What follows belongs to an exercise in optimizing a design on an open flow for small area; a production flow would make more cautious choices.
RTL that was checked went through simulation tests only; none was proved equivalent to the original.
Only the layout flow was run in run 2; the RTL was not checked for function there.
No driver is modelled on the clock port, so clock power and skew are understated where the tree is cut down; a real chip needs a root buffer or a tree.
Power figures rest on the tool's default switching activity, not on a simulated workload.

File: standard.sh
#!/bin/bash
# synth_recipe.tcl (not shown) runs the flow's synth.tcl, then flattens the netlist and writes it again
# the make line also repeats each setting of config.mk as NAME=value (left out here)
make -C /OpenROAD-flow-scripts/flow DESIGN_CONFIG=/design/flow/config.mk WORK_HOME=/design/flow/orfs CLKGATE_MAP_FILE= SYNTH_SCRIPT=/design/flow/synth_recipe.tcl "${@:-finish}"
File: config.mk
export PLATFORM = sky130hd
export DESIGN_NAME = sadEngineTop
export DESIGN_NICKNAME = sadEngineTop
export VERILOG_FILES = /design/flow/design.v
export SDC_FILE = /design/flow/constraint.sdc
export NUM_CORES = 4
export LEC_CHECK = 0
export CAP_MARGIN = 20
export CORE_MARGIN = 2
export CORE_UTILIZATION = 40
export CTS_BUF_LIST = sky130_fd_sc_hd__clkbuf_16
export CTS_CLUSTER_DIAMETER = 120
export CTS_CLUSTER_SIZE = 30
export SLEW_MARGIN = 20
File: flow/run.sh
#!/bin/bash
# Own layout flow: the standard flow, with the synthesis's ABC technology
# mapping run on flow/abc.script instead of ORFS's speed script. Everything
# else (registers, flattening, renaming, floorplan to finish) is the standard.
# Each step's full output goes to a log file of its own in the work folder.
set -euo pipefail
W=$PWD

# The standard synthesis script, with the abc command taking our mapping script
{
  cat <<EOT
proc abc {args} {
  set i [lsearch -exact \$args -script]
  if {\$i >= 0} { set args [lreplace \$args \$i [expr {\$i + 1}] -script $W/flow/abc.script] }
  yosys abc {*}\$args
}
EOT
  cat "$W/synth_recipe.tcl"
} > "$W/flow_synth.tcl"

make -C "$FLOW_HOME" DESIGN_CONFIG="$W/config.mk" WORK_HOME="$W/orfs" CLKGATE_MAP_FILE= \
  SYNTH_SCRIPT="$W/flow_synth.tcl" synth > "$W/synth.log" 2>&1

# Floorplan to finish as the standard flow does it; writes out/final.def.
# Clock tree: the standard clustering, without dummy loads.
export CTS_ARGS="-sink_clustering_enable -repair_clock_nets -sink_clustering_size 32 -sink_clustering_max_diameter 100 -distance_between_buffers 400 -branching_point_buffers_distance 400 -buf_list sky130_fd_sc_hd__clkbuf_16 -dont_use_dummy_load"
# Constant outputs: keep synthesis's single tie cell rather than one per port
export SKIP_REPAIR_TIE_FANOUT=1
# Port buffers: the smallest buffer cell, one per port as the standard flow
export BUFFER_PORTS_ARGS="-buffer_cell sky130_fd_sc_hd__buf_1"
bash "$W/standard.sh" > "$W/layout.log" 2>&1
File: flow/abc.script
strash
&get -n
&st
&dch -f
&nf -R 1000 -p -a
&put
topo
stime -c
File: constraint.sdc
create_clock -name core_clock -period 5.0 [get_ports {Clk}]
set_input_delay 1.0000 -clock core_clock [delete_from_list [all_inputs] [get_ports {Clk}]]
set_output_delay 1.0000 -clock core_clock [all_outputs]
set_load 0.01 [all_outputs]
File: design.v
`timescale 1ns/1ps
package sadPkg;
        localparam int ApbAddrWidth = 8;
        localparam int ApbDataWidth = 32;
        localparam int FrameIndexWidth = 8;
        localparam int NumElems = 16;
        typedef logic [ApbAddrWidth-1:0] apbAddrT;
        typedef logic [ApbDataWidth-1:0] apbDataT;
        typedef logic [FrameIndexWidth-1:0] frameIndexT;
        typedef enum logic [1:0] {
                kindNone         = 2'd0,
                kindFrameLoad    = 2'd1,
                kindFrameCompute = 2'd2,
                kindWindowLoad   = 2'd3
        } loadKindT;
        localparam apbAddrT AddrCmd = 8'h00;
        localparam apbAddrT AddrElem = 8'h04;
        localparam apbAddrT AddrCount = 8'h08;
        localparam apbAddrT AddrLast = 8'h0C;
        localparam apbAddrT AddrBest = 8'h10;
        localparam apbAddrT AddrBestIdx = 8'h14;
endpackage
`timescale 1ns/1ps
module sadApbControl #(
        parameter int ElemWidth = 8
) (
        input  logic Clk,
        input  logic rst,
        input  logic psel,
        input  logic penable,
        input  logic pwrite,
        input  sadPkg::apbAddrT paddr,
        input  sadPkg::apbDataT pwdata,
        output sadPkg::apbDataT prdata,
        input  logic [ElemWidth+3:0] lastSad,
        input  logic [ElemWidth+3:0] bestSad,
        input  sadPkg::frameIndexT bestIdx,
        input  sadPkg::frameIndexT resultCount,
        output logic elemTransfer,
        output logic elemWrite,
        output logic windowLoad,
        output logic computeStart,
        output logic countWrite,
        output logic [3:0] stagePtr
);
        logic wrEn;
        logic cmdWrite;
        assign wrEn = psel & penable & pwrite;
        assign elemTransfer = psel && pwrite && (paddr == sadPkg::AddrElem);
        assign cmdWrite = wrEn && (paddr == sadPkg::AddrCmd);
        assign elemWrite = elemTransfer && penable;
        assign countWrite = wrEn && (paddr == sadPkg::AddrCount);
        assign windowLoad = cmdWrite && (pwdata[1:0] == sadPkg::kindWindowLoad);
        assign computeStart = cmdWrite && (pwdata[1:0] == sadPkg::kindFrameCompute);
        always_ff @(posedge Clk) begin
                if (rst) begin
                        stagePtr <= '0;
                end else if (cmdWrite) begin
                        stagePtr <= '0;
                end else if (elemWrite) begin
                        stagePtr <= stagePtr + 1'b1;
                end
        end
        always_comb begin
                case (paddr)
                        sadPkg::AddrCount: prdata = sadPkg::ApbDataWidth'(resultCount);
                        sadPkg::AddrLast: prdata = sadPkg::ApbDataWidth'(lastSad);
                        sadPkg::AddrBest: prdata = sadPkg::ApbDataWidth'(bestSad);
                        sadPkg::AddrBestIdx: prdata = sadPkg::ApbDataWidth'(bestIdx);
                        default: prdata = '0;
                endcase
        end
endmodule
`timescale 1ns/1ps
module sadVectorCapture #(
        parameter int ElemWidth = 8
) (
        input  logic Clk,
        input  logic rst,
        input  logic elemTransfer,
        input  logic elemWrite,
        input  logic [3:0] stagePtr,
        input  logic [ElemWidth-1:0] elemData,
        input  logic windowLoad,
        input  logic [1:0] lane,
        input  logic idle,
        output logic [1:0] phase,
        output logic [ElemWidth-1:0] stageElem,
        output logic [ElemWidth-1:0] windowElem
);
        logic [ElemWidth-1:0] stageMem [16];
        logic [ElemWidth-1:0] windowMem [16];
        logic [ElemWidth-1:0] heldData;
        logic [1:0] heldAge;
        logic [3:0] heldPtr;
        logic copyWait;
        logic copying;
        logic busWrite;
        logic heldWrite;
        logic [1:0] insLane;
        logic [ElemWidth-1:0] insData;
        always_ff @(posedge Clk) begin
                if (rst) begin
                        phase <= '0;
                end else begin
                        phase <= phase + 1'b1;
                end
        end
        always_ff @(posedge Clk) begin
                if (elemWrite) begin
                        heldData <= elemData;
                end
                heldAge <= {heldAge[0], elemWrite};
        end
        assign heldPtr = stagePtr - 1'b1;
        assign busWrite = elemTransfer && (stagePtr[1:0] == phase);
        assign heldWrite = (|heldAge) && (heldPtr[1:0] == phase);
        assign insLane = busWrite ? stagePtr[3:2] : heldPtr[3:2];
        assign insData = busWrite ? elemData : heldData;
        always_ff @(posedge Clk) begin
                if (rst) begin
                        copyWait <= 1'b0;
                        copying <= 1'b0;
                end else begin
                        copyWait <= (windowLoad || copyWait) && (phase != 2'd3);
                        if (phase == 2'd3) begin
                                copying <= windowLoad || copyWait;
                        end
                end
        end
        always_ff @(posedge Clk) begin
                for (int j = 0; j < 3; j++) begin
                        for (int l = 0; l < 4; l++) begin
                                stageMem[4*j + l] <= stageMem[4*(j + 1) + l];
                                windowMem[4*j + l] <= windowMem[4*(j + 1) + l];
                        end
                end
                for (int l = 0; l < 4; l++) begin
                        if ((busWrite || heldWrite) && (insLane == l)) begin
                                stageMem[12 + l] <= insData;
                        end else begin
                                stageMem[12 + l] <= stageMem[l];
                        end
                        if (copying) begin
                                windowMem[12 + l] <= stageMem[l];
                        end else begin
                                windowMem[12 + l] <= windowMem[l];
                        end
                end
        end
        assign stageElem = stageMem[lane];
        assign windowElem = (copying || idle) ? stageMem[lane] : windowMem[lane];
endmodule
`timescale 1ns/1ps
module sadDiffTree #(
        parameter int ElemWidth = 8
) (
        input  logic [ElemWidth-1:0] windowElem,
        input  logic [ElemWidth-1:0] stageElem,
        input  logic [ElemWidth+3:0] sumIn,
        output logic [ElemWidth+3:0] sumOut
);
        logic [ElemWidth-1:0] d;
        logic gt;
        logic [ElemWidth-1:0] mag;
        assign {gt, d} = {1'b0, windowElem} + {1'b0, ~stageElem};
        assign mag = d ^ {ElemWidth{~gt}};
        assign sumOut = sumIn + {4'd0, mag} + {{(ElemWidth+3){1'b0}}, gt};
endmodule
`timescale 1ns/1ps
module sadBestTracker #(
        parameter int ElemWidth = 8
) (
        input  logic Clk,
        input  logic rst,
        input  logic computeStart,
        input  logic clearBest,
        input  logic [ElemWidth+3:0] sumNext,
        input  logic [1:0] phase,
        output logic [1:0] lane,
        output logic idle,
        output logic [ElemWidth+3:0] lastSad,
        output logic [ElemWidth+3:0] bestSad,
        output sadPkg::frameIndexT bestIdx,
        output sadPkg::frameIndexT resultCount
);
        logic armed;
        logic busy;
        logic turnEnd;
        logic go;
        logic finish;
        assign turnEnd = (phase == 2'd3);
        assign go = (computeStart || armed) && turnEnd;
        assign idle = !busy;
        always_ff @(posedge Clk) begin
                if (rst) begin
                        armed <= 1'b0;
                        busy <= 1'b0;
                        finish <= 1'b0;
                        lane <= '0;
                end else begin
                        armed <= (computeStart || armed) && !turnEnd;
                        busy <= go || (busy && !(turnEnd && (lane == 2'd3)));
                        finish <= busy && turnEnd && (lane == 2'd3);
                        lane <= lane + 2'(busy && turnEnd);
                end
        end
        always_ff @(posedge Clk) begin
                if (rst || computeStart) begin
                        lastSad <= '0;
                end else begin
                        lastSad <= sumNext;
                end
        end
        always_ff @(posedge Clk) begin
                if (rst) begin
                        bestSad <= '1;
                        bestIdx <= '0;
                        resultCount <= '0;
                end else if (clearBest) begin
                        bestSad <= '1;
                        bestIdx <= '0;
                        resultCount <= '0;
                end else begin
                        resultCount <= resultCount + 8'(finish);
                        if (finish && (lastSad < bestSad)) begin
                                bestSad <= lastSad;
                                bestIdx <= resultCount;
                        end
                end
        end
endmodule
`timescale 1ns/1ps
module sadEngineTop #(
        parameter int ElemWidth = 8
) (
        input  logic Clk,
        input  logic rst,
        input  logic psel,
        input  logic penable,
        input  logic pwrite,
        input  sadPkg::apbAddrT paddr,
        input  sadPkg::apbDataT pwdata,
        output sadPkg::apbDataT prdata
);
        localparam int SumWidth = ElemWidth + 4;
        logic elemTransfer;
        logic elemWrite;
        logic windowLoad;
        logic computeStart;
        logic countWrite;
        logic [3:0] stagePtr;
        logic [1:0] lane;
        logic [1:0] phase;
        logic idle;
        logic [ElemWidth-1:0] stageElem;
        logic [ElemWidth-1:0] windowElem;
        logic [SumWidth-1:0] sumNext;
        logic [SumWidth-1:0] lastSad;
        logic [SumWidth-1:0] bestSad;
        sadPkg::frameIndexT bestIdx;
        sadPkg::frameIndexT resultCount;
        sadApbControl #(.ElemWidth(ElemWidth)) uControl (
                .Clk(Clk), .rst(rst),
                .psel(psel), .penable(penable), .pwrite(pwrite),
                .paddr(paddr), .pwdata(pwdata), .prdata(prdata),
                .lastSad(lastSad), .bestSad(bestSad),
                .bestIdx(bestIdx), .resultCount(resultCount),
                .elemTransfer(elemTransfer), .elemWrite(elemWrite),
                .windowLoad(windowLoad), .computeStart(computeStart),
                .countWrite(countWrite), .stagePtr(stagePtr)
        );
        sadVectorCapture #(.ElemWidth(ElemWidth)) uCapture (
                .Clk(Clk), .rst(rst),
                .elemTransfer(elemTransfer), .elemWrite(elemWrite),
                .stagePtr(stagePtr), .elemData(pwdata[ElemWidth-1:0]),
                .windowLoad(windowLoad),
                .lane(lane), .idle(idle), .phase(phase),
                .stageElem(stageElem), .windowElem(windowElem)
        );
        sadDiffTree #(.ElemWidth(ElemWidth)) uDiffTree (
                .windowElem(windowElem), .stageElem(stageElem),
                .sumIn(lastSad), .sumOut(sumNext)
        );
        sadBestTracker #(.ElemWidth(ElemWidth)) uTracker (
                .Clk(Clk), .rst(rst),
                .computeStart(computeStart), .clearBest(countWrite),
                .sumNext(sumNext), .phase(phase), .lane(lane), .idle(idle),
                .lastSad(lastSad), .bestSad(bestSad),
                .bestIdx(bestIdx), .resultCount(resultCount)
        );
endmodule
==> impl_metrics.tcl, run 1 <==
set metrics [dict create \
    pin_count 77 \
    coreArea_mm2 0.02418 \
    synth_top_area_share 0.6375 \
    routed_wl_mm 16.94 \
    cp.required_ps 5370 \
    outcome "timing/DRC/antenna clean" \
    grt_max_degree 40 \
    cp_slowest_cell "fa_1" \
    synth.most_common_cell "dfxtp_1" \
    die_h_um 160.3 \
    worstSetupPathType "reg -> reg" \
    setup_viol 0 \
    syn_area_mm2 0.009767 \
    place_congestion 0.7528 \
    cts_tree "yes" \
    relSlewSlack 0.4096 \
    ff2ff_path_depth 24 \
    nFillCells 2284 \
    p_leak_uw 0.004297 \
    io_buffer_count 32 \
    drc 0 \
    ys_seq_area_frac 0.6621 \
    r2r_slack_ps 460 \
    reg2reg_from "uTracker.lane[0]" \
    cts.sinks 319 \
    die_w_um 160.3 \
    wl_met1_mm 8.522 \
    start_kind "register" \
    syn_inst 831 \
    cp_max_fo 7 \
    synth_warnings 5 \
    hpwl_mm 11.37 \
    finalWorstPathRequiredPeriod_ps 4544 \
    finalCritPeriodShare 0.9088 \
    min-delay-start "uCapture.windowMem[9][2]" \
    synth_top_flop_cell "dfxtp_1" \
    clock-root-buffer "clkbuf_16" \
    routed.top_layer "met4" \
    synth_largest_area_cell "dfxtp_1" \
    timing.rr.end "uTracker.lastSad[10]" \
    hold_path_depth 0 \
    rsz0062_at_grt "false" \
    synth_common_cells "311 x dfxtp_1, 105 x nand2_1, 52 x nor2_1, 52 x o21ai_0, 47 x a21oi_1" \
    totalPowerFinal_uw 3784 \
    finalSetupTns_ps 0 \
    antenna_found_initial 0 \
    cts.path.max_buffers 3 \
    fin_worst_skew_ps 41.33 \
    drt_iter0_drc 333 \
    vias 5659 \
    crit_chain "and2_1 > buf_4 > a222oi_1 > nand2_1 > nand2_1 > o21ai_0 > ha_1 > fa_1 > nand3_1 > nand2_1 > a41oi_1 > buf_4 > nand2_1 > o21ai_0 > clkinv_1 > fa_1 > nand3_1 > nand2_1 > a21o_1 > a21oi_1 > o21ai_1 > nand3_1 > xor2_1 > nor2_1" \
    cts_htree_levels 1 \
    viasPerCell 4.716 \
    yosys-top-cells-area "dfxtp_1 64%, ha_1 4.2%, nand2_1 4.0%" \
    grt_usage 0.1311 \
    ant_nets 0 \
    min_to "uCapture.windowMem[5][2]" \
    cts_made_buffers 13 \
    diodes 0 \
    critical-path-max-stage-delay_ps 430 \
    first_pass_iters 6 \
    grt_pass1_vias 5355 \
    grt_pass1_wl_mm 27.50 \
    crit_top_cell "nand2_1" \
    hp-class "reg -> reg" \
    hold-worst-slack_ps 312.9 \
    seq_area_mm2 0.006466 \
    timing_max_transition_violations_final 0 \
    ir_worst_vdd_mv 0.2563 \
    avgSynthCellArea_um2 11.75 \
    synth-seq-cells 319 \
    crit_arrival_ps 4920 \
    maxCapViolCount 0 \
    wl_met2_mm 7.579 \
    wire_per_inst_um 14.12 \
    clock_latency_ps 500 \
    multi_input_area_mm2 0.003117 \
    pre_cts_slack_ps 107.6 \
    syn_to_final_growth_pct 9.211 \
    hold_viol_final 0 \
    async_reset_ff_frac 0 \
    crit_path_end_kind "register" \
    ys_types 42 \
    clk_pin_slew_worst_paths_ps 110 \
    grt.overflow.total 0 \
    cts_hold_buffers 0 \
    worst_pin_slew_ps 883.2 \
    powerDensity_mw_per_mm2 354.8 \
    routed-wl-met3_um 545 \
    nets 958 \
    max_freq_mhz 220.1 \
    synth_edf_count 8 \
    drive_gt1_frac 0.04909 \
    fin_ws_ps 456.2 \
    core.rowCount 57 \
    start_util 0.4040 \
    dieArea_mm2 0.02568 \
]
[power by group]
part	switching [uW]	internal (uW)
Combinational	31.4	13.8
Sequential	2.87	2550
Clock	708	474
[cell usage in the layout (no fill, tap or decap), drive strengths merged, types with 14 or more instances in the layout]
master    n
clkinv   22
xnor2    21
buf      52
ha       33
nor2     52
xor2     15
mux2     32
dfxtp   311
o21ai    52
a21oi    47
a222oi   14
nand2   105
[cell type report]
cell class	count	share of cell area
Sequential cell	319	0.6062
Multi-Input combinational cell	470	0.2922
Tap cell	324	0.03801
Clock buffer	13	0.03050
Timing Repair Buffer	52	0.02534
Inverter	22	0.007742
[worst max-delay path by stage]
stage / startpoint / endpoint / slack (ps) / cells past startpoint
after floorplan: uCapture.copying / uTracker.lastSad[10] / 50 / 20
after global placement: uTracker.lane[1] / uTracker.lastSad[10] / 140 / 22
after detailed placement: uTracker.lane[1] / uTracker.lastSad[10] / 110 / 21
after CTS: uTracker.lane[1] / uTracker.lastSad[10] / 100 / 21
after global routing: uTracker.lane[0] / uTracker.lastSad[10] / 10 / 21
final: uTracker.lane[0] / uTracker.lastSad[10] / 460 / 24
[through the flow]
step / util / cell area (um2) / instances
5_1_grt: 0.4412 / 10670 / 1200
3_3_place_gp: 0.4257 / 10290 / 1185
4_1_cts: 0.4392 / 10620 / 1198
3_5_place_dp: 0.4257 / 10290 / 1185
6_report: 0.4412 / 10670 / 1200
2_1_floorplan: - / 9767 / 831
[sequential cells by signal, indices dropped and copies added, names as in the netlist, 4 cells and up]
| signal | cells |
|---|---|
| uTracker.lastSad | 12 |
| uCapture.stageMem | 128 |
| uTracker.bestSad | 12 |
| uControl.stagePtr | 4 |
| uCapture.heldData | 8 |
| uTracker.bestIdx | 8 |
| uTracker.resultCount | 8 |
| uCapture.windowMem | 128 |
[worst max-delay path: cells and delay by family, from the launching register on]
kind / cells / cell delay (ps)
compound gates: 7 / 1250
simple gates: 10 / 1070
fa+ha+maj: 3 / 1070
buf+inv: 3 / 500
flops: 1 / 390
xor+xnor: 1 / 150
[cell families after synthesis]
logic type / share of synthesized area
XOR/XNOR: 0.03228
adder cells (fa/ha/maj): 0.04638
flip-flops: 0.6621
other: 0.0003840
AND/OR/NAND/NOR: 0.08763
multiplexers: 0.04714
AO/OA/AOI/OAI: 0.1003
buffers and inverters: 0.02383
[layer usage]
layer  vias up  GRT usage
met1      2655     0.1860
met5         -          0
met4         0    0.03194
met3        18    0.02078
met2        58     0.2105
li1       2928          -
[timing repair]
item | 4_1_cts | 5_1_grt
resized for setup | 0 | 9
buffers inserted | 0 | 2
setup endpoints to repair | 0 | 3
==> run 2, diff against run 1 <==
--- a/design.v
+++ b/design.v
@@ -93,7 +93,7 @@
         logic [ElemWidth-1:0] heldData;
         logic [1:0] heldAge;
         logic [3:0] heldPtr;
-        logic copyWait;
+        logic [3:0] copyAge;
         logic copying;
         logic busWrite;
         logic heldWrite;
@@ -118,16 +118,9 @@
         assign insLane = busWrite ? stagePtr[3:2] : heldPtr[3:2];
         assign insData = busWrite ? elemData : heldData;
         always_ff @(posedge Clk) begin
-                if (rst) begin
-                        copyWait <= 1'b0;
-                        copying <= 1'b0;
-                end else begin
-                        copyWait <= (windowLoad || copyWait) && (phase != 2'd3);
-                        if (phase == 2'd3) begin
-                                copying <= windowLoad || copyWait;
-                        end
-                end
-        end
+                copyAge <= {copyAge[2:0], windowLoad};
+        end
+        assign copying = |copyAge;
         always_ff @(posedge Clk) begin
                 for (int j = 0; j < 3; j++) begin
                         for (int l = 0; l < 4; l++) begin
==> run.sh (new file) <==
#!/bin/bash
# synth_recipe.tcl (not shown) runs the flow's synth.tcl, then flattens the netlist and writes it again
# the make line also repeats each setting of config.mk as NAME=value (left out here)
make -C /OpenROAD-flow-scripts/flow DESIGN_CONFIG=/design/flow/config.mk WORK_HOME=/design/flow/orfs CLKGATE_MAP_FILE= SYNTH_SCRIPT=/design/flow/synth_recipe.tcl finish
removed: flow/run.sh
removed: flow/abc.script
removed: standard.sh
==> run 2 against run 1 <==
Against the previous run: clock skew fell by 19 ps; first-iteration DRC count down 19%; sequential share of layout area is 4.5 points lower; utilization increased by 0.62 points; still clean on timing, DRC and antenna; register-to-register slack got worse by 70 ps; combinational power increased by 130%; sequential power is essentially flat; hold slack improved by 14 ps; count of clock-buffer cells in the layout up 1.
==> impl_metrics.tcl, run 2 <==
set metrics [dict create \
    outcome "timing/DRC/antenna clean" \
    clock-root-buffer "clkbuf_16" \
    ys_seq_area_frac 0.6186 \
    cts_tree "yes" \
    ys_types 62 \
    hold_viol_final 0 \
    synth_top_flop_cell "dfxtp_1" \
    antenna_found_initial 0 \
    synth_edf_count 8 \
    finalWorstPathRequiredPeriod_ps 4613 \
    grt_usage 0.1285 \
    avgSynthCellArea_um2 12.94 \
    syn_to_final_growth_pct 10.21 \
    fin_ws_ps 386.9 \
    synth_top_area_share 0.5958 \
    synth_xor_area_frac 0.02748 \
    clock_latency_ps 510 \
    synth_largest_area_cell "dfxtp_1" \
    cp_max_fo 12 \
    hp-class "reg -> reg" \
    rsz0062_at_grt "false" \
    routed_wl_mm 17.61 \
    nets 929 \
    relSlewSlack 0.4234 \
    maxCapViolCount 0 \
    finalSetupTns_ps 0 \
    top_regs "uCapture.stageMem: 128 flops, uCapture.windowMem: 128 flops" \
    cts.sinks 321 \
    final_cell_mix "312 x dfxtp_1, 60 x nor2_1, 56 x mux2_2, 33 x ha_1" \
    start_kind "register" \
    synth_simple_gate_area_frac 0.06733 \
    grt_pass1_vias 5373 \
    finalCritPeriodShare 0.9226 \
    p_leak_uw 0.004755 \
    cts_made_buffers 14 \
    cts_htree_levels 1 \
    fin_worst_skew_ps 22.17 \
    syn_area_mm2 0.01052 \
    dieArea_mm2 0.02761 \
    synth_top_family_by_area "multiplexers" \
    powerDensity_mw_per_mm2 343.1 \
    postLayoutCellArea_mm2 0.01159 \
    worstSetupPathType "reg -> reg" \
    clk_pin_slew_worst_paths_ps 120 \
    synthAdderAreaFrac 0.04306 \
    setup_viol 0 \
    hold-worst-slack_ps 327.3 \
    synth_warnings 5 \
    pre_cts_slack_ps 276.8 \
    final_util 0.4473 \
    crit_path_end_kind "register" \
    start_util 0.4059 \
    crit_arrival_ps 5010 \
    synth_compound_area_frac 0.06079 \
    place_congestion 0.8075 \
    synth_common_cells "313 x dfxtp_1, 60 x nor2_1, 56 x mux2_2" \
    crit_chain "buf_12 > mux4_2 > mux2_2 > fa_1 > a211oi_1 > o21ai_0 > a31oi_2 > buf_4 > xor2_1 > xnor2_1 > ha_1 > a21o_1 > or3_1 > a31oi_1 > nor2_1 > o311ai_0" \
    syn_inst 813 \
    ir_worst_vdd_mv 0.3355 \
    die_w_um 166.2 \
    critical-path-max-stage-delay_ps 520 \
    place_area_mm2 0.01120 \
    wire_per_inst_um 14.82 \
    cp_slowest_cell "mux4_2" \
    vias 5527 \
    ant_nets 0 \
    grt.overflow.total 0 \
    grt_pass1_wl_mm 28.86 \
    coreArea_mm2 0.02591 \
    grt_max_degree 33 \
    max_freq_mhz 216.8 \
    core.rowCount 59 \
    diodes 0 \
    crit_family "compound AO/OA/AOI/OAI gates" \
    drive_gt1_frac 0.1688 \
    path_buf_inv 2 \
    yosys-top-cells-area "dfxtp_1 60%, mux2_2 6.0%, ha_1 3.9%" \
    r2r_slack_ps 390 \
    timing_max_transition_violations_final 0 \
    synth_mux_area_frac 0.1473 \
    viasPerCell 4.652 \
    io_buffer_count 32 \
    die_h_um 166.2 \
    first_pass_iters 4 \
    hpwl_mm 11.98 \
    cts_hold_buffers 0 \
    cp.required_ps 5400 \
    pin_count 77 \
    synth.most_common_cell "dfxtp_1" \
    cts.path.max_buffers 3 \
    worst_pin_slew_ps 864.9 \
    async_reset_ff_frac 0 \
    final_common_cell "dfxtp_1" \
    drc 0 \
    drt_iter0_drc 269 \
    synth-seq-cells 321 \
]
## run 2: changes by cell type after synthesis, sizes merged, moves of 15 or more
| cell | change |
|---|---|
| mux2 | +47 |
| mux4 | +16 |
| a22oi | +15 |
| a21oi | -34 |
| clkinv | -22 |
| o21ai | -38 |
| inv | +26 |
| nand2 | -73 |
## run 2: power by group
group	internal, uW	switching (uW)
registers	2570	13.9
clock network	526	760
logic	46.4	56.5
## run 2: layout make-up
| type | count | area [um2] |
|---|---|---|
| Fill cell | 2361 | 14320 |
| Inverter | 26 | 97.59 |
| Timing Repair Buffer | 45 | 430.4 |
| Clock inverter | 6 | 42.54 |
| Sequential cell | 321 | 6507 |
| Multi-Input combinational cell | 441 | 3744 |
| Tap cell | 335 | 419.2 |
| Clock buffer | 14 | 350.3 |
## run 2: cell families after synthesis
group                    count (synthesis)
flip-flops                             321
AND/OR/NAND/NOR                        148
multiplexers                           117
AO/OA/AOI/OAI                           88
buffers and inverters                   70
adder cells (fa/ha/maj)                 35
XOR/XNOR                                33
other                                    1
## run 2: per-stage QoR
stage | std cells | power (uW)
after CTS | 1188 | 4032
after global routing | 1188 | 4135
after floorplan | 832 | 2722
after global placement | 1168 | 2749
final | 1188 | 3977
after detailed placement | 1168 | 2751
## run 2: worst paths after layout
check,startpoint,end,cells past startpoint
worst max register to register,uTracker.lane[1],uTracker.lastSad[9],16
worst min-delay path,uCapture.stageMem[12][0],uCapture.stageMem[8][0],0
worst min register to register,uCapture.stageMem[12][0],uCapture.stageMem[8][0],0
worst max-delay path,uTracker.lane[1],uTracker.lastSad[9],16
## run 2: per-layer routing
metal	wire length [um]	track usage
met1	9272	0.1909
met2	7553	0.1992
met3	448	0.01859
met4	331	0.02836
met5	0	0
## run 2: repair_timing
item | CTS | global route
resized for setup | 0 | 1
buffers inserted | 0 | 0
setup endpoints to repair | 0 | 1
==> run 3, diff against run 2 <==
--- a/design.v
+++ b/design.v
@@ -93,7 +93,7 @@
         logic [ElemWidth-1:0] heldData;
         logic [1:0] heldAge;
         logic [3:0] heldPtr;
-        logic [3:0] copyAge;
+        logic copyWait;
         logic copying;
         logic busWrite;
         logic heldWrite;
@@ -118,9 +118,16 @@
         assign insLane = busWrite ? stagePtr[3:2] : heldPtr[3:2];
         assign insData = busWrite ? elemData : heldData;
         always_ff @(posedge Clk) begin
-                copyAge <= {copyAge[2:0], windowLoad};
-        end
-        assign copying = |copyAge;
+                if (rst) begin
+                        copyWait <= 1'b0;
+                        copying <= 1'b0;
+                end else begin
+                        copyWait <= (windowLoad || copyWait) && (phase != 2'd3);
+                        if (phase == 2'd3) begin
+                                copying <= windowLoad || copyWait;
+                        end
+                end
+        end
         always_ff @(posedge Clk) begin
                 for (int j = 0; j < 3; j++) begin
                         for (int l = 0; l < 4; l++) begin
==> flow/run.sh (new file) <==
#!/bin/bash
# Own layout flow: the standard flow, with the synthesis's ABC technology
# mapping run on flow/abc.script instead of ORFS's speed script. Everything
# else (registers, flattening, renaming, floorplan to finish) is the standard.
# Each step's full output goes to a log file of its own in the work folder.
set -euo pipefail
W=$PWD

# The standard synthesis script, with the abc command taking our mapping script
{
  cat <<EOT
proc abc {args} {
  set i [lsearch -exact \$args -script]
  if {\$i >= 0} { set args [lreplace \$args \$i [expr {\$i + 1}] -script $W/flow/abc.script] }
  yosys abc {*}\$args
}
EOT
  cat "$W/synth_recipe.tcl"
} > "$W/flow_synth.tcl"

make -C "$FLOW_HOME" DESIGN_CONFIG="$W/config.mk" WORK_HOME="$W/orfs" CLKGATE_MAP_FILE= \
  SYNTH_SCRIPT="$W/flow_synth.tcl" synth > "$W/synth.log" 2>&1

# Floorplan to finish as the standard flow does it; writes out/final.def.
# Clock tree: the standard clustering, without dummy loads.
export CTS_ARGS="-sink_clustering_enable -repair_clock_nets -sink_clustering_size 32 -sink_clustering_max_diameter 100 -distance_between_buffers 400 -branching_point_buffers_distance 400 -buf_list sky130_fd_sc_hd__clkbuf_16 -dont_use_dummy_load"
# Constant outputs: keep synthesis's single tie cell rather than one per port
export SKIP_REPAIR_TIE_FANOUT=1
# Port buffers: the smallest buffer cell, one per port as the standard flow
export BUFFER_PORTS_ARGS="-buffer_cell sky130_fd_sc_hd__buf_1"
bash "$W/standard.sh" cts > "$W/layout_cts.log" 2>&1

# Clock tree: drop the middle level, so the root buffer drives the leaf
# buffers directly (the port still drives only the root)
CLKTRIM_DB="$W/orfs/results/sky130hd/sadEngineTop/base/4_cts.odb" \
  openroad -no_init -exit "$W/flow/clock_trim.tcl" > "$W/clock_trim.log" 2>&1

# Routing to finish
bash "$W/standard.sh" > "$W/layout.log" 2>&1
==> flow/abc.script (new file) <==
strash
&get -n
&st
&dch -f
&nf -R 1000 -p -a
&put
topo
stime -c
==> flow/clock_trim.tcl (new file) <==
# Remove the clock tree's middle level: the root buffer then drives the leaf
# buffers directly. Reads and rewrites the odb named by env CLKTRIM_DB.
read_db $::env(CLKTRIM_DB)
set block [ord::get_db_block]
set port_net [$block findNet Clk]
# Root buffer: the one clock buffer the port drives
set root ""
foreach it [$port_net getITerms] {
  if {[$it isInputSignal] || [[$it getMTerm] getIoType] eq "INPUT"} {
    set inst [$it getInst]
    if {[string match "*clkbuf*" [[$inst getMaster] getName]]} { set root $inst }
  }
}
if {$root eq ""} { puts "clock_trim: no root buffer"; exit 0 }
set root_out [[$root findITerm X] getNet]
puts "clock_trim: root [$root getName] drives [$root_out getName]"
set removed 0
foreach it [$root_out getITerms] {
  set inst [$it getInst]
  if {$inst eq $root} { continue }
  if {![string match "*clkbuf*" [[$inst getMaster] getName]]} { continue }
  set mid_out [[$inst findITerm X] getNet]
  # only a middle buffer: all its loads are clock buffers
  set ok 1
  foreach l [$mid_out getITerms] {
    set li [$l getInst]
    if {$li eq $inst} { continue }
    if {![string match "*clkbuf*" [[$li getMaster] getName]]} { set ok 0 }
  }
  if {!$ok} { continue }
  set loads {}
  foreach l [$mid_out getITerms] {
    if {[$l getInst] ne $inst} { lappend loads $l }
  }
  foreach l $loads {
    $l disconnect
    $l connect $root_out
  }
  $it disconnect
  [$inst findITerm X] disconnect
  puts "clock_trim: removed [$inst getName], moved [llength $loads] loads"
  odb::dbInst_destroy $inst
  odb::dbNet_destroy $mid_out
  incr removed
}
puts "clock_trim: removed $removed buffers"
write_db $::env(CLKTRIM_DB)
==> standard.sh (new file) <==
#!/bin/bash
# synth_recipe.tcl (not shown) runs the flow's synth.tcl, then flattens the netlist and writes it again
# the make line also repeats each setting of config.mk as NAME=value (left out here)
make -C /OpenROAD-flow-scripts/flow DESIGN_CONFIG=/design/flow/config.mk WORK_HOME=/design/flow/orfs CLKGATE_MAP_FILE= SYNTH_SCRIPT=/design/flow/synth_recipe.tcl "${@:-finish}"
--- a/config.mk
+++ b/config.mk
@@ -7,7 +7,7 @@
 export LEC_CHECK = 0
 export CAP_MARGIN = 20
 export CORE_MARGIN = 2
-export CORE_UTILIZATION = 40
+export CORE_UTILIZATION = 55
 export CTS_BUF_LIST = sky130_fd_sc_hd__clkbuf_16
 export CTS_CLUSTER_DIAMETER = 120
 export CTS_CLUSTER_SIZE = 30
removed: run.sh
==> run 3 against run 2 <==
Against the previous run: hold slack worse by 46 ps; flip-flop and latch count down 2; synthesized cell count up 2.2%; register-to-register slack better by 50 ps; die area down 32%; fmax up 1.0%; wire length down 1.8%; critical path depth up 6; critical endpoint is now uTracker.lastSad[10]; largest cell class unchanged; largest power group unchanged; highest routed layer unchanged.
==> impl_metrics.tcl, run 3 <==
set metrics [dict create \
    outcome "timing/DRC/antenna clean" \
    cts.sinks 319 \
    io_buffer_count 32 \
    crit_top_cell "o21ai_0" \
    finalWorstPathRequiredPeriod_ps 4565 \
    finalCritPeriodShare 0.9130 \
    ys_seq_area_frac 0.6621 \
    pin_count 77 \
    worst_pin_slew_ps 953.5 \
    powerDensity_mw_per_mm2 356.6 \
    multi_input_area_mm2 0.003129 \
    nets 952 \
    hold-worst-slack_ps 281.6 \
    core.rowCount 48 \
    synth_top_flop_cell "dfxtp_1" \
    final_cell_mix "311 x dfxtp_1, 104 x nand2_1, 52 x nor2_1, 52 x o21ai_0, 47 x a21oi_1" \
    yosys-top-cells-area "dfxtp_1 64%, ha_1 4.2%, nand2_1 4.0%" \
    drive_gt1_frac 0.04483 \
    setup_viol 0 \
    crit_chain "and2_1 > buf_4 > buf_4 > a22o_1 > a221oi_2 > o21ai_0 > ha_1 > a21oi_1 > o21ai_0 > a41oi_2 > nand2_1 > o21ai_0 > clkinv_1 > fa_1 > nand3_1 > nand2_1 > a21o_1 > a21oi_1 > o21ai_0 > nand3_1 > xor2_1 > nor2_1" \
    max_freq_mhz 219.0 \
    coreArea_mm2 0.01736 \
    viasPerCell 5.179 \
    antenna_found_initial 0 \
    synth_common_cells "311 x dfxtp_1, 105 x nand2_1, 52 x nor2_1, 52 x o21ai_0, 47 x a21oi_1" \
    wire_per_inst_um 15.79 \
    ant_nets 0 \
    syn_inst 831 \
    hold_viol_final 0 \
    grt_pass1_vias 5413 \
    clock_latency_ps 450 \
    start_kind "register" \
    synth_warnings 5 \
    syn_area_mm2 0.009767 \
    synth_largest_area_cell "dfxtp_1" \
    synth-seq-cells 319 \
    synth.most_common_cell "dfxtp_1" \
    syn_to_final_growth_pct 7.431 \
    synth_compound_area_frac 0.1003 \
    first_pass_iters 6 \
    diodes 0 \
    synthAdderAreaFrac 0.04637 \
    seq_area_mm2 0.006466 \
    crit_family "compound AO/OA/AOI/OAI gates" \
    ir_worst_vdd_mv 0.4237 \
    final_common_cell "dfxtp_1" \
    dp_cells 1083 \
    synth_top_area_share 0.6375 \
    routed.top_layer "met4" \
    synth_top_family_by_area "compound AO/OA/AOI/OAI gates" \
    grt.overflow.total 0 \
    hp-class "reg -> reg" \
    ys_types 42 \
    routed_wl_mm 17.30 \
    wl_met1_mm 8.690 \
    final_cells 1095 \
    synth_xor_area_frac 0.03228 \
    drc 0 \
    worstSetupPathType "reg -> reg" \
    routed-wl-met3_um 367 \
    synth_simple_gate_area_frac 0.08762 \
    cp.required_ps 5280 \
    grt_usage 0.1935 \
    grt_max_degree 40 \
    grt_pass1_wl_mm 27.59 \
    drt_iter0_drc 336 \
    cts_hold_buffers 0 \
    cp_max_fo 7 \
    vias 5671 \
    final_util 0.6045 \
    finalSetupTns_ps 0 \
    die_h_um 137.3 \
    p_leak_uw 0.004264 \
    start_util 0.5627 \
    place_area_mm2 0.01015 \
    timing_max_transition_violations_final 0 \
    dieArea_mm2 0.01884 \
    crit_arrival_ps 4840 \
    top_regs "uCapture.stageMem: 128 flops, uCapture.windowMem: 128 flops" \
    fin_worst_skew_ps 52.85 \
    cp_slowest_cell "fa_1" \
    die_w_um 137.3 \
    synth_mux_area_frac 0.04714 \
    nFillCells 1444 \
    place_congestion 0.8146 \
    avgSynthCellArea_um2 11.75 \
    rsz0062_at_grt "false" \
    synth_edf_count 8 \
    critical-path-max-stage-delay_ps 440 \
    hpwl_mm 11.72 \
    relSlewSlack 0.3620 \
    postLayoutCellArea_mm2 0.01049 \
    path_buf_inv 3 \
    async_reset_ff_frac 0 \
    clk_pin_slew_worst_paths_ps 120 \
    crit_path_end_kind "register" \
    maxCapViolCount 0 \
    wl_met2_mm 7.937 \
]
==> run 3: cell types whose count changed in the layout (fill, tap and decap cells not counted), sizes merged, moves of 19 or more <==
cell           delta
clkinv           +21
a21oi            +34
o21ai            +38
inv              -31
mux2             -47
nand2            +73
conb             -19
buf              +34
clkdlybuf4s50    -32
==> run 3: area by class of cell <==
cell class,instances,area share
flip-flops and latches,319,0.6163
multi-input cells,470,0.2982
clock buffers,12,0.02862
well taps,225,0.02683
repair buffers,47,0.02218
inverters,22,0.007870
==> run 3: logic make-up after synthesis <==
kind of cell | count (synthesis)
adder cells (fa/ha/maj) | 35
other | 1
XOR/XNOR | 36
multiplexers | 42
buffers and inverters | 42
AND/OR/NAND/NOR | 201
AO/OA/AOI/OAI | 155
flip-flops | 319
==> run 3: what timing repair did <==
item                                    CTS  global route
resized for setup                         0             9
endpoints found under the setup margin    0             3
buffers inserted                          0             0
==> run 3: where the power goes <==
part | total (uW) | internal, uW | switching (uW) | leakage [uW]
Combinational | 45.0 | 13.7 | 31.4 | 0.00154
Clock | 1140 | 434 | 706 | 0.000148
Sequential | 2560 | 2550 | 3.07 | 0.00258
Total | 3740 | 3000 | 740 | 0.00426
==> run 3: per-stage QoR <==
step	power (uW)	setup WS (ps)
after floorplan	2653	52.04
after global placement	2659	408.4
after detailed placement	2660	223.4
after CTS	3869	152.1
after global routing	3860	27.60
final	3742	434.8
==> run 3: routing by layer <==
layer,up-vias,global-route usage
li1,2911,-
met1,2688,0.2614
met2,58,0.3060
met3,14,0.03790
met4,0,0.07961
met5,-,0
==> run 3: worst paths after layout <==
kind / start / end / slack (ps) / depth (start not counted)
worst max register to register: uTracker.lane[0] / uTracker.lastSad[10] / 430 / 22
worst max-delay path: uTracker.lane[0] / uTracker.lastSad[10] / 430 / 22
worst min-delay path: uCapture.stageMem[5][0] / uCapture.stageMem[1][0] / 280 / 0
worst min register to register: uCapture.stageMem[5][0] / uCapture.stageMem[1][0] / 280 / 0
==> run 3: worst reg2reg max path: stages, from the launching register on <==
cell	delay [ps]
dfxtp_1	370
and2_1	260
buf_4	210
buf_4	170
a22o_1	190
a221oi_2	250
o21ai_0	140
ha_1	340
a21oi_1	200
o21ai_0	120
a41oi_2	200
nand2_1	70
o21ai_0	140
clkinv_1	160
fa_1	440
nand3_1	110
nand2_1	90
a21o_1	200
a21oi_1	210
o21ai_0	180
nand3_1	140
xor2_1	150
nor2_1	50
==> run 4, diff against run 3 <==
--- a/config.mk
+++ b/config.mk
@@ -7,8 +7,9 @@
 export LEC_CHECK = 0
 export CAP_MARGIN = 20
 export CORE_MARGIN = 2
-export CORE_UTILIZATION = 55
+export CORE_UTILIZATION = 40
 export CTS_BUF_LIST = sky130_fd_sc_hd__clkbuf_16
 export CTS_CLUSTER_DIAMETER = 120
 export CTS_CLUSTER_SIZE = 30
+export GPL_ROUTABILITY_DRIVEN = 0
 export SLEW_MARGIN = 20
==> run 4 against run 3 <==
Against the previous run: die area up 36%; global-route usage decreased by 5.7 points; clock skew shrank 34 ps; combinational power about the same; largest cell class unchanged; fmax up 0.15%; power decreased by 1.3%; largest power group unchanged; highest routed layer unchanged.
==> impl_metrics.tcl, run 4 <==
set metrics [dict create \
    powerDensity_mw_per_mm2 348.0 \
    cts_hold_buffers 0 \
    cell_internal_pwr_uw 2968 \
    clock_latency_ps 430 \
    hold-worst-slack_ps 327.4 \
    grt_pass1_vias 5329 \
    hold_viol_final 0 \
    cp_slowest_cell "fa_1" \
    power_frac_seq 0.692 \
    drt_iter0_drc 356 \
    nFillCells 2290 \
    start_util 0.4040 \
    first_pass_iters 7 \
    cts.sinks 319 \
    crit_path_end_kind "register" \
    final_util 0.4391 \
    hpwl_mm 11.37 \
    coreArea_mm2 0.02418 \
    worst_pin_slew_ps 899.7 \
    crit_top_cell "nand2_1" \
    nets 956 \
    yosys-top-cells-area "dfxtp_1 64%, ha_1 4.2%, nand2_1 4.0%" \
    switching_share 0.1965 \
    finalCritPeriodShare 0.9116 \
    grt.overflow.total 0 \
    worstSetupPathType "reg -> reg" \
    ys_seq_area_frac 0.6621 \
    p_leak_uw 0.004272 \
    crit_arrival_ps 4860 \
    synth_largest_area_cell "dfxtp_1" \
    synth-seq-cells 319 \
    async_reset_ff_frac 0 \
    io_buffer_count 32 \
    seq_area_mm2 0.006466 \
    power.share.clock 0.296 \
    setup_viol 0 \
    synth_edf_count 8 \
    drive_gt1_frac 0.04691 \
    synth_top_area_share 0.6375 \
    synth_top_flop_cell "dfxtp_1" \
    die_w_um 160.3 \
    grt_pass1_wl_mm 27.44 \
    grt_max_degree 40 \
    cp.required_ps 5300 \
    core.rowCount 57 \
    ant_nets 0 \
    vias 5651 \
    synth_common_cells "311 x dfxtp_1, 105 x nand2_1, 52 x nor2_1, 52 x o21ai_0, 47 x a21oi_1" \
    syn_area_mm2 0.009767 \
    ff2ff_path_depth 24 \
    avgSynthCellArea_um2 11.75 \
    ys_types 42 \
    outcome "timing/DRC/antenna clean" \
    p_switching_uw 725.9 \
    hp-class "reg -> reg" \
    die_h_um 160.3 \
    synth.most_common_cell "dfxtp_1" \
    multi_input_area_mm2 0.003117 \
    critical-path-max-stage-delay_ps 430 \
    pin_count 77 \
    r2r_slack_ps 440 \
    clk_pin_slew_worst_paths_ps 110 \
    syn_inst 831 \
    start_kind "register" \
    cp-startpoint "uTracker.lane[0]" \
    timing.rr.end "uTracker.lastSad[10]" \
    antenna_found_initial 0 \
    syn_to_final_growth_pct 8.698 \
    timing_max_transition_violations_final 0 \
    pwr-share-comb 0.012 \
    viasPerCell 4.717 \
    synth_warnings 5 \
    dieArea_mm2 0.02568 \
    cp_max_fo 7 \
    final_cell_mix "311 x dfxtp_1, 104 x nand2_1, 51 x nor2_1, 51 x o21ai_0, 47 x a21oi_1" \
    ir_worst_vdd_mv 0.2549 \
    maxCapViolCount 0 \
    reg2reg_from "uTracker.lane[0]" \
    endpoint "uTracker.lastSad[10]" \
    relSlewSlack 0.3985 \
    final_common_cell "dfxtp_1" \
    finalWorstPathRequiredPeriod_ps 4558 \
    max_freq_mhz 219.4 \
    grt_usage 0.1366 \
    top_regs "uCapture.stageMem: 128 flops, uCapture.windowMem: 128 flops" \
    crit_chain "and2_1 > buf_4 > a222oi_1 > nand2_1 > nand2_1 > o21ai_0 > ha_1 > fa_1 > nand3_1 > nand2_1 > a41oi_1 > buf_4 > nand2_1 > o21ai_0 > clkinv_1 > fa_1 > nand3_1 > nand2_1 > a21o_1 > a21oi_1 > o21ai_1 > nand3_1 > xor2_1 > nor2_1" \
    drc 0 \
    routed_wl_mm 16.89 \
    wire_per_inst_um 14.10 \
    diodes 0 \
    fin_worst_skew_ps 18.63 \
]
-- run 4: metrics by stage --
step	cell area, um2	instances	power, uW	setup TNS [ps]	setup slack [ps]
final	10620	1198	3694	0	441.8
after global routing	10620	1198	3826	-10.55	-10.55
after CTS	10620	1198	3832	0	95.84
after detailed placement	10290	1185	2661	0	107.6
after global placement	10290	1185	2660	0	136.7
after floorplan	9767	831	2653	0	52.04
-- run 4: worst max-delay path, delay by kind of cell, from the launching register on --
kind                     cells  cell delay (ps)
buffers and inverters        3              500
adder cells (fa/ha/maj)      3             1070
XOR/XNOR                     1              150
flip-flops                   1              380
AO/OA/AOI/OAI                7             1250
AND/OR/NAND/NOR             10             1060
-- run 4: per-layer routing --
metal | track usage | wire (um)
met1 | 0.1854 | 8478
met3 | 0.03429 | 566
met2 | 0.2104 | 7512
met5 | 0 | 0
met4 | 0.05324 | 332
-- run 4: cell families (layout without fill, tap and decap cells) --
group | after synthesis | in the layout | share of synthesized area
muxes | 42 | 42 | 0.04714
other | 1 | 1 | 0.0003840
buffers and inverters | 42 | 85 | 0.02383
xor gates and xnor gates | 36 | 36 | 0.03228
and+or+nand+nor | 201 | 201 | 0.08763
AOI/OAI and AO/OA | 155 | 155 | 0.1003
adders and majority gates | 35 | 35 | 0.04638
DFF | 319 | 319 | 0.6621
-- run 4: layout make-up --
| cell class | count | share of cell area |
|---|---|---|
| Sequential cell | 319 | 0.6091 |
| Clock buffer | 11 | 0.02593 |
| Multi-Input combinational cell | 470 | 0.2936 |
| Timing Repair Buffer | 52 | 0.02546 |
| Inverter | 22 | 0.007778 |
| Tap cell | 324 | 0.03819 |
-- run 4: how the worst min path moves through the flow --
stage	cells past startpoint	slack (ps)	end	from
after floorplan	0	310	uCapture.stageMem[0][0]	uCapture.stageMem[4][0]
after global placement	0	310	uCapture.stageMem[5][2]	uCapture.stageMem[9][2]
after detailed placement	0	310	uCapture.stageMem[3][4]	uCapture.stageMem[7][4]
after CTS	0	320	uCapture.stageMem[10][2]	uCapture.stageMem[14][2]
after global routing	0	340	uCapture.windowMem[4][7]	uCapture.windowMem[8][7]
final	0	330	uCapture.stageMem[3][2]	uCapture.stageMem[7][2]
-- run 4: power by group through the flow --
stage               logic (uW)  clock network (uW)  registers [uW]
floorplan                 35.1                   0            2620
global placement          45.3                   0            2620
detailed placement        46.0                   0            2620
CTS                       46.1                1230            2560
global route              50.9                1220            2560
finish                    45.2                1090            2560
-- run 4: what timing repair did --
action | in CTS | in global routing
endpoints found under the setup margin | 0 | 3
resized for setup | 0 | 9
setup buffers | 0 | 2
endpoints found under the hold margin | 0 | 0
==> run 5, diff against run 4 <==
--- a/config.mk
+++ b/config.mk
@@ -11,5 +11,5 @@
 export CTS_BUF_LIST = sky130_fd_sc_hd__clkbuf_16
 export CTS_CLUSTER_DIAMETER = 120
 export CTS_CLUSTER_SIZE = 30
-export GPL_ROUTABILITY_DRIVEN = 0
+export GPL_TIMING_DRIVEN = 0
 export SLEW_MARGIN = 20
==> run 5 against run 4 <==
Against the previous run: still clean on timing, DRC and antenna; critical path depth shrank 3; register-to-register slack got worse by 70 ps; clock power increased by 4%; hold slack got worse by 56 ps; utilization rose by 0.86 points; sequential share of layout area decreased by 1.1 points.
==> impl_metrics.tcl, run 5 <==
set metrics [dict create \
    p_leak_uw 0.004375 \
    io_buffer_count 32 \
    drc 0 \
    finalCritPeriodShare 0.9261 \
    dieArea_mm2 0.02568 \
    min-delay-start "uCapture.windowMem[15][0]" \
    drive_gt1_frac 0.07095 \
    crit_chain "and2_4 > a22o_1 > a221oi_2 > o21ai_0 > ha_1 > fa_1 > nand3_1 > nand2_1 > a41oi_4 > nand2_1 > o21ai_0 > clkinv_1 > fa_1 > nand3_1 > nand2_1 > a21o_1 > a21oi_1 > o21ai_0 > nand3_1 > xor2_1 > nor2_1" \
    worst_pin_slew_ps 1018 \
    grt_pass1_wl_mm 27.56 \
    setup_viol 0 \
    syn_to_final_growth_pct 10.82 \
    synth.most_common_cell "dfxtp_1" \
    max_freq_mhz 216.0 \
    timing.rr.end "uTracker.lastSad[10]" \
    wire_per_inst_um 13.92 \
    start_util 0.4040 \
    core.rowCount 57 \
    die_h_um 160.3 \
    cp_max_fo 18 \
    cts_hold_buffers 0 \
    finalWorstPathRequiredPeriod_ps 4631 \
    clock_latency_ps 440 \
    antenna_found_initial 0 \
    place_congestion 0.7678 \
    final_cell_mix "309 x dfxtp_1, 104 x nand2_1, 51 x nor2_1, 51 x o21ai_0, 46 x a21oi_1" \
    synth_common_cells "311 x dfxtp_1, 105 x nand2_1, 52 x nor2_1, 52 x o21ai_0, 47 x a21oi_1" \
    maxCapViolCount 0 \
    timing_max_transition_violations_final 0 \
    synth_top_area_share 0.6375 \
    ff2ff_path_depth 21 \
    grt.overflow.total 0 \
    cp.required_ps 5290 \
    hold-worst-slack_ps 271.8 \
    synth_edf_count 8 \
    coreArea_mm2 0.02418 \
    rsz0062_at_grt "false" \
    diodes 0 \
    final_common_cell "dfxtp_1" \
    synth-seq-cells 319 \
    crit_path_end_kind "register" \
    die_w_um 160.3 \
    cts.sinks 319 \
    synth_warnings 5 \
    async_reset_ff_frac 0 \
    hp-class "reg -> reg" \
    grt_max_degree 40 \
    ys_types 42 \
    yosys-top-cells-area "dfxtp_1 64%, ha_1 4.2%, nand2_1 4.0%" \
    min_to "uCapture.windowMem[11][0]" \
    cp_slowest_cell "fa_1" \
    first_pass_iters 4 \
    crit_arrival_ps 4920 \
    synth_largest_area_cell "dfxtp_1" \
    avgSynthCellArea_um2 11.75 \
    top_regs "uCapture.stageMem: 128 flops, uCapture.windowMem: 128 flops" \
    clk_pin_slew_worst_paths_ps 120 \
    grt_usage 0.1379 \
    fin_worst_skew_ps 53.53 \
    ant_nets 0 \
    grt_pass1_vias 5237 \
    relSlewSlack 0.3163 \
    reg2reg_from "uTracker.lane[0]" \
    critical-path-max-stage-delay_ps 430 \
    hpwl_mm 11.62 \
    powerDensity_mw_per_mm2 345.8 \
    r2r_slack_ps 370 \
    syn_area_mm2 0.009767 \
    pin_count 77 \
    outcome "timing/DRC/antenna clean" \
    hold_path_depth 0 \
    ir_worst_vdd_mv 0.2273 \
    worstSetupPathType "reg -> reg" \
    vias 5618 \
    viasPerCell 4.635 \
    finalSetupTns_ps 0 \
    nets 970 \
    syn_inst 831 \
    synth_top_flop_cell "dfxtp_1" \
    ys_seq_area_frac 0.6621 \
    start_kind "register" \
    routed_wl_mm 16.87 \
    hold_viol_final 0 \
    drt_iter0_drc 331 \
]
[run 5: cell counts after synthesis]
Identical to the previous run, type by type.
[run 5: how the worst max path moves through the flow]
stage                           startpoint              endpoint  slack [ps]  cells past startpoint
after floorplan           uCapture.copying  uTracker.lastSad[10]          50                     20
after global placement    uCapture.copying  uTracker.lastSad[10]       -1070                     20
after detailed placement  uTracker.lane[0]  uTracker.lastSad[10]        -570                     20
after CTS                 uTracker.lane[1]  uTracker.lastSad[10]         110                     21
after global routing      uTracker.lane[1]  uTracker.lastSad[10]           5                     21
final                     uTracker.lane[0]  uTracker.lastSad[10]         370                     21
[run 5: repair_timing]
action / 4_1_cts / 5_1_grt
pin swaps: 0 / 1
gates resized for setup: 5 / 8
buffers inserted: 0 / 4
setup endpoints to repair: 7 / 4
[run 5: through the flow]
| step | std cells | power [uW] | instance area, um2 | setup slack (ps) | utilization |
|---|---|---|---|---|---|
| detailed placement | 1196 | 2674 | 10430 | -570.1 | 0.4312 |
| global route | 1212 | 3883 | 10820 | 5.175 | 0.4477 |
| finish | 1212 | 3743 | 10820 | 369.4 | 0.4477 |
| CTS | 1210 | 3882 | 10810 | 105.6 | 0.4470 |
| global placement | 1187 | 2671 | 10290 | -1071 | 0.4257 |
| floorplan | 831 | 2653 | 9767 | 52.04 | - |
[run 5: kinds of logic after synthesis]
kind of cell	share of synthesized area
DFF	0.6621
and+or+nand+nor	0.08763
AOI/OAI and AO/OA	0.1003
muxes	0.04714
buffers and inverters	0.02383
xor gates and xnor gates	0.03228
adders and majority gates	0.04638
other	0.0003840
[run 5: metal layers]
metal | routed length [um] | GRT usage | vias to the layer above
li1 | - | - | 2959
met1 | 8715 | 0.1901 | 2585
met2 | 7457 | 0.2143 | 62
met3 | 484 | 0.03091 | 12
met4 | 212 | 0.04791 | 0
met5 | 0 | 0 | -
[run 5: layout make-up]
class	count	area, um2
clock buffers	12	300.3
well taps	324	405.4
inverters	22	82.58
fillers	2260	13350
multi-input cells	470	3168
flip-flops and latches	319	6469
repair buffers	45	249.0
plain buffers	20	150.1
[run 5: power breakdown]
part | switching (uW) | internal (uW)
clock network | 692 | 434
logic | 32.2 | 25.0
registers | 5.11 | 2550
total | 730 | 3010
[run 5: critical path: cells and delay by family, from the launching register on]
kind	cells	cell delay, ps
compound gates	8	1760
fa+ha+maj	3	1080
simple gates	8	970
flops	1	380
buf+inv	1	150
xor+xnor	1	150
==> run 6, diff against run 5 <==
--- a/config.mk
+++ b/config.mk
@@ -11,5 +11,4 @@
 export CTS_BUF_LIST = sky130_fd_sc_hd__clkbuf_16
 export CTS_CLUSTER_DIAMETER = 120
 export CTS_CLUSTER_SIZE = 30
-export GPL_TIMING_DRIVEN = 0
 export SLEW_MARGIN = 20
==> run 6 against run 5 <==
Against the previous run: still clean; sequential power is essentially flat; utilization down 0.86 points; sequential share of layout area increased by 1.1 points; wire length grew 0.12%; cell count down 1.2%; global-route usage fell by 0.12 points; die area stayed put; flip-flop and latch count unchanged; combinational power down 21%; critical path type unchanged; critical endpoint unchanged.
==> impl_metrics.tcl, run 6 <==
set metrics [dict create \
    min-delay-start "uCapture.stageMem[7][2]" \
    antenna_found_initial 0 \
    multi_input_area_mm2 0.003117 \
    grt_pass1_wl_mm 27.44 \
    syn_to_final_growth_pct 8.698 \
    core.rowCount 57 \
    relSlewSlack 0.3985 \
    hold-worst-slack_ps 327.4 \
    min_to "uCapture.stageMem[3][2]" \
    start_kind "register" \
    synth_largest_area_cell "dfxtp_1" \
    top_regs "uCapture.stageMem: 128 flops, uCapture.windowMem: 128 flops" \
    synth_compound_area_frac 0.1003 \
    timing.rr.end "uTracker.lastSad[10]" \
    synth.most_common_cell "dfxtp_1" \
    cell_internal_pwr_uw 2968 \
    synth_top_family_by_area "compound AO/OA/AOI/OAI gates" \
    clk_pin_slew_worst_paths_ps 110 \
    cts.sinks 319 \
    reg2reg_from "uTracker.lane[0]" \
    io_buffer_count 32 \
    p_leak_uw 0.004272 \
    viasPerCell 4.717 \
    dieArea_mm2 0.02568 \
    switching_share 0.1965 \
    drc 0 \
    first_pass_iters 7 \
    cp_max_fo 7 \
    worstSetupPathType "reg -> reg" \
    hold_path_depth 0 \
    diodes 0 \
    synth_simple_gate_area_frac 0.08762 \
    crit_arrival_ps 4860 \
    yosys-top-cells-area "dfxtp_1 64%, ha_1 4.2%, nand2_1 4.0%" \
    ff2ff_path_depth 24 \
    die_h_um 160.3 \
    final_common_cell "dfxtp_1" \
    nets 956 \
    p_switching_uw 725.9 \
    routed_wl_mm 16.89 \
    synth_warnings 5 \
    r2r_slack_ps 440 \
    nFillCells 2290 \
    hp-class "reg -> reg" \
    hpwl_mm 11.37 \
    crit_chain "and2_1 > buf_4 > a222oi_1 > nand2_1 > nand2_1 > o21ai_0 > ha_1 > fa_1 > nand3_1 > nand2_1 > a41oi_1 > buf_4 > nand2_1 > o21ai_0 > clkinv_1 > fa_1 > nand3_1 > nand2_1 > a21o_1 > a21oi_1 > o21ai_1 > nand3_1 > xor2_1 > nor2_1" \
    synth_common_cells "311 x dfxtp_1, 105 x nand2_1, 52 x nor2_1, 52 x o21ai_0, 47 x a21oi_1" \
    ys_seq_area_frac 0.6621 \
    pwr-share-comb 0.012 \
    crit_path_end_kind "register" \
    cts_hold_buffers 0 \
    crit_top_cell "nand2_1" \
    die_w_um 160.3 \
    synth_mux_area_frac 0.04714 \
    maxCapViolCount 0 \
    wire_per_inst_um 14.10 \
    synth_top_flop_cell "dfxtp_1" \
    syn_inst 831 \
    seq_area_mm2 0.006466 \
    clock_latency_ps 430 \
    final_cell_mix "311 x dfxtp_1, 104 x nand2_1, 51 x nor2_1, 51 x o21ai_0, 47 x a21oi_1" \
    cp_slowest_cell "fa_1" \
    cp.required_ps 5300 \
    timing_max_transition_violations_final 0 \
    synth-seq-cells 319 \
    power_frac_seq 0.692 \
    drive_gt1_frac 0.04691 \
    fin_worst_skew_ps 18.63 \
    hold_viol_final 0 \
    power.share.clock 0.296 \
    start_util 0.4040 \
    async_reset_ff_frac 0 \
    vias 5651 \
    powerDensity_mw_per_mm2 348.0 \
    coreArea_mm2 0.02418 \
    outcome "timing/DRC/antenna clean" \
    ant_nets 0 \
    synth_xor_area_frac 0.03228 \
    grt_pass1_vias 5329 \
    avgSynthCellArea_um2 11.75 \
    grt.overflow.total 0 \
    synthAdderAreaFrac 0.04637 \
    grt_usage 0.1366 \
    max_freq_mhz 219.4 \
    totalPowerFinal_uw 3694 \
    worst_pin_slew_ps 899.7 \
    grt_max_degree 40 \
    ys_types 42 \
    syn_area_mm2 0.009767 \
    synth_edf_count 8 \
    synth_top_area_share 0.6375 \
    setup_viol 0 \
    finalWorstPathRequiredPeriod_ps 4558 \
    finalCritPeriodShare 0.9116 \
    critical-path-max-stage-delay_ps 430 \
    place_congestion 0.7528 \
    ir_worst_vdd_mv 0.2549 \
    drt_iter0_drc 356 \
    pin_count 77 \
]
[run 6: through the flow]
stage                 util  instances  setup TNS (ps)  area, um2  setup slack, ps
CTS                 0.4392       1198               0      10620            95.84
detailed placement  0.4257       1185               0      10290            107.6
global route        0.4391       1198          -10.55      10620           -10.55
finish              0.4391       1198               0      10620            441.8
global placement    0.4257       1185               0      10290            136.7
floorplan                -        831               0       9767            52.04
[run 6: how the worst max path moves through the flow]
stage                                start                   end  slack, ps  depth (start not counted)
final                     uTracker.lane[0]  uTracker.lastSad[10]        440                         24
after global routing      uTracker.lane[0]  uTracker.lastSad[10]        -10                         21
after CTS                 uTracker.lane[1]  uTracker.lastSad[10]        100                         21
after detailed placement  uTracker.lane[1]  uTracker.lastSad[10]        110                         21
after global placement    uTracker.lane[1]  uTracker.lastSad[10]        140                         22
after floorplan           uCapture.copying  uTracker.lastSad[10]         50                         20
[run 6: timing repair]
item / 4_1_cts / 5_1_grt
setup endpoints to repair: 0 / 3
buffers inserted: 0 / 2
gates resized for setup: 0 / 9
[run 6: logic make-up after synthesis]
group           after synthesis
compound gates              155
xor+xnor                     36
fa+ha+maj                    35
buf+inv                      42
flops                       319
mux                          42
other cells                   1
simple gates                201
[run 6: layout make-up]
cell class,instances,area share
sequential,319,0.6091
tap,324,0.03819
multi-input combinational,470,0.2936
clock buffer,11,0.02593
inverter,22,0.007778
timing repair buffer,52,0.02546
[run 6: layer usage]
metal	part of all wire	up-vias	GRT usage
li1	-	2925	-
met3	0.034	16	0.03429
met2	0.44	58	0.2104
met4	0.020	0	0.05324
met5	0	-	0
met1	0.50	2652	0.1854
[run 6: power by group through the flow]
| stage | clock (uW) | sequential (uW) | combinational [uW] |
|---|---|---|---|
| floorplan | 0 | 2620 | 35.1 |
| global placement | 0 | 2620 | 45.3 |
| detailed placement | 0 | 2620 | 46.0 |
| CTS | 1230 | 2560 | 46.1 |
| global route | 1220 | 2560 | 50.9 |
| finish | 1090 | 2560 | 45.2 |
[run 6: critical path: cells and delay by family, from the launching register on]
kind	cells	cell delay, ps
flops	1	380
fa+ha+maj	3	1070
buf+inv	3	500
compound gates	7	1250
simple gates	10	1060
xor+xnor	1	150
==> run 7, diff against run 6 <==
--- a/config.mk
+++ b/config.mk
@@ -11,4 +11,5 @@
 export CTS_BUF_LIST = sky130_fd_sc_hd__clkbuf_16
 export CTS_CLUSTER_DIAMETER = 120
 export CTS_CLUSTER_SIZE = 30
+export PLACE_DENSITY = 0.5
 export SLEW_MARGIN = 20
==> run 7 against run 6 <==
Against the previous run: still clean; via count is 0.97% higher; power grew 1.3%; sequential share of layout area unchanged; critical path depth down 1; area after synthesis unchanged; synthesized cell count unchanged; fmax decreased by 0.44%; critical endpoint unchanged.
==> impl_metrics.tcl, run 7 <==
set metrics [dict create \
    grt_pass1_wl_mm 29.31 \
    cell_internal_pwr_uw 3001 \
    clock_latency_ps 440 \
    place_congestion 0.8109 \
    ys_types 42 \
    p_leak_uw 0.004267 \
    drt_iter0_drc 339 \
    synth_top_area_share 0.6375 \
    reg2reg_from "uTracker.lane[0]" \
    diodes 0 \
    cp_slowest_cell "fa_1" \
    finalWorstPathRequiredPeriod_ps 4578 \
    synth_edf_count 8 \
    pre_cts_slack_ps 95.24 \
    clk_pin_slew_worst_paths_ps 110 \
    io_buffer_count 32 \
    core.rowCount 57 \
    grt_pass1_vias 5661 \
    cts_hold_buffers 0 \
    pwr-share-comb 0.012 \
    drive_gt1_frac 0.04363 \
    hp-class "reg -> reg" \
    fin_worst_skew_ps 28.49 \
    async_reset_ff_frac 0 \
    start_util 0.4040 \
    hold_viol_final 0 \
    min-delay-start "uCapture.stageMem[13][4]" \
    die_w_um 160.3 \
    cp.required_ps 5280 \
    totalPowerFinal_uw 3740 \
    die_h_um 160.3 \
    crit_path_end_kind "register" \
    synth_warnings 5 \
    syn_inst 831 \
    timing_max_transition_violations_final 0 \
    ir_worst_vdd_mv 0.1878 \
    cts.sinks 319 \
    synth.most_common_cell "dfxtp_1" \
    synth_largest_area_cell "dfxtp_1" \
    worst_pin_slew_ps 962.2 \
    antenna_found_initial 0 \
    synth_top_flop_cell "dfxtp_1" \
    start_kind "register" \
    worstSetupPathType "reg -> reg" \
    r2r_slack_ps 420 \
    crit_chain "and2_1 > buf_4 > a222oi_1 > nand2_1 > nand2_1 > o21ai_0 > ha_1 > fa_1 > nand3_1 > nand2_1 > a41oi_2 > nand2_1 > o21ai_0 > clkinv_1 > fa_1 > nand3_1 > nand2_1 > a21o_1 > a21oi_1 > o21ai_0 > nand3_1 > xor2_1 > nor2_1" \
    dieArea_mm2 0.02568 \
    crit_top_cell "nand2_1" \
    first_pass_iters 5 \
    critical-path-max-stage-delay_ps 420 \
    met1_usage 0.1970 \
    drc 0 \
    yosys-top-cells-area "dfxtp_1 64%, ha_1 4.2%, nand2_1 4.0%" \
    pin_count 77 \
    nets 953 \
    finalCritPeriodShare 0.9157 \
    syn_to_final_growth_pct 8.698 \
    maxCapViolCount 0 \
    use_met3 0.04416 \
    power_frac_seq 0.684 \
    vias 5706 \
    timing.rr.end "uTracker.lastSad[10]" \
    switching_share 0.1977 \
    cp-startpoint "uTracker.lane[0]" \
    ys_seq_area_frac 0.6621 \
    relSlewSlack 0.3562 \
    top_regs "uCapture.stageMem: 128 flops, uCapture.windowMem: 128 flops" \
    setup_viol 0 \
    synth-seq-cells 319 \
    outcome "timing/DRC/antenna clean" \
]
run 7: cell count changes in the layout (fill, tap and decap cells not counted), sizes merged:
cell,previous run,this run
buf,52,48
clkbuf,11,12
run 7: power groups by stage:
stage	combinational (uW)	sequential (uW)	clock [uW]
after CTS	45.9	2560	1280
after global routing	51.3	2560	1270
after detailed placement	45.8	2620	0
final	45.4	2560	1140
after floorplan	35.1	2620	0
after global placement	44.6	2620	0
run 7: logic make-up (layout without fill, tap and decap cells):
| logic type | count (synthesis) | after routing | synth area share |
|---|---|---|---|
| AOI/OAI and AO/OA | 155 | 155 | 0.1003 |
| xor gates and xnor gates | 36 | 36 | 0.03228 |
| adders and majority gates | 35 | 35 | 0.04638 |
| buffers and inverters | 42 | 82 | 0.02383 |
| DFF | 319 | 319 | 0.6621 |
| muxes | 42 | 42 | 0.04714 |
| other | 1 | 1 | 0.0003840 |
| and+or+nand+nor | 201 | 201 | 0.08763 |
run 7: repair_timing:
item,4_1_cts,5_1_grt
setup endpoints to repair,0,6
buffers inserted,0,0
gates resized for setup,0,8
run 7: routing by layer:
metal  vias to the layer above  part of all wire  wire length, um
li1                       2920                 -                -
met1                      2685              0.49             8787
met2                        86              0.46             8084
met3                        15             0.040              703
met4                         0             0.010              178
met5                         -                 0                0
run 7: final cells by class:
cell class | instances | area, um2 | area share
Sequential cell | 319 | 6466 | 0.6091
Multi-Input combinational cell | 470 | 3122 | 0.2940
Tap cell | 324 | 405.4 | 0.03819
Clock buffer | 12 | 300.3 | 0.02829
Timing Repair Buffer | 48 | 240.2 | 0.02263
Inverter | 22 | 82.58 | 0.007778
run 7: worst min-delay path by stage:
stage,end,slack (ps),cells after the start
after floorplan,uCapture.stageMem[0][0],310,0
after global placement,uCapture.windowMem[10][5],310,0
after detailed placement,uCapture.windowMem[10][2],310,0
after CTS,uCapture.stageMem[9][4],300,0
after global routing,uCapture.stageMem[9][4],310,0
final,uCapture.stageMem[9][4],300,0
run 7: worst max-delay path, delay by kind of cell, from the launching register on:
kind / cells / cell delay [ps]
DFF: 1 / 370
AOI/OAI and AO/OA: 7 / 1340
adders and majority gates: 3 / 1060
xor gates and xnor gates: 1 / 150
and+or+nand+nor: 10 / 1160
buffers and inverters: 2 / 360
run 7: metrics by stage:
stage,utilization,TNS (ps)
final,0.4391,0
after global routing,0.4391,-20.10
after CTS,0.4396,0
after detailed placement,0.4251,0
after global placement,0.4251,0
after floorplan,-,0

-- static timing again, ports no longer ideal --
In the flow no input, the clock included, has a driving cell. The finished layouts below were timed again as built, in two steps.
Step 1 sets driving cells, clkbuf_16 on the clock port and buf_2 on the other inputs (assumed; they add their load-dependent delay and slew).
Step 2 also shifts input and output timing later by t, the mid clock arrival at the registers, as if the neighbouring blocks saw the same clock.
Slacks: ideal ports / drivers / drivers and shift; pairs: ideal ports / drivers.
run	t (ns)	setup WS [ns]	worst setup path at the end
run 1	0.520	0.456 / 0.456 / 0.456	register to register
run 2	0.541	0.387 / 0.387 / 0.387	register to register
run 3	0.462	0.435 / 0.435 / 0.435	register to register
run 4	0.468	0.442 / 0.442 / 0.442	register to register
run 5	0.453	0.369 / 0.369 / 0.369	register to register
run 6	0.468	0.442 / 0.442 / 0.442	register to register
run 7	0.472	0.422 / 0.422 / 0.422	register to register
After both steps setup and hold are still met in every run listed.
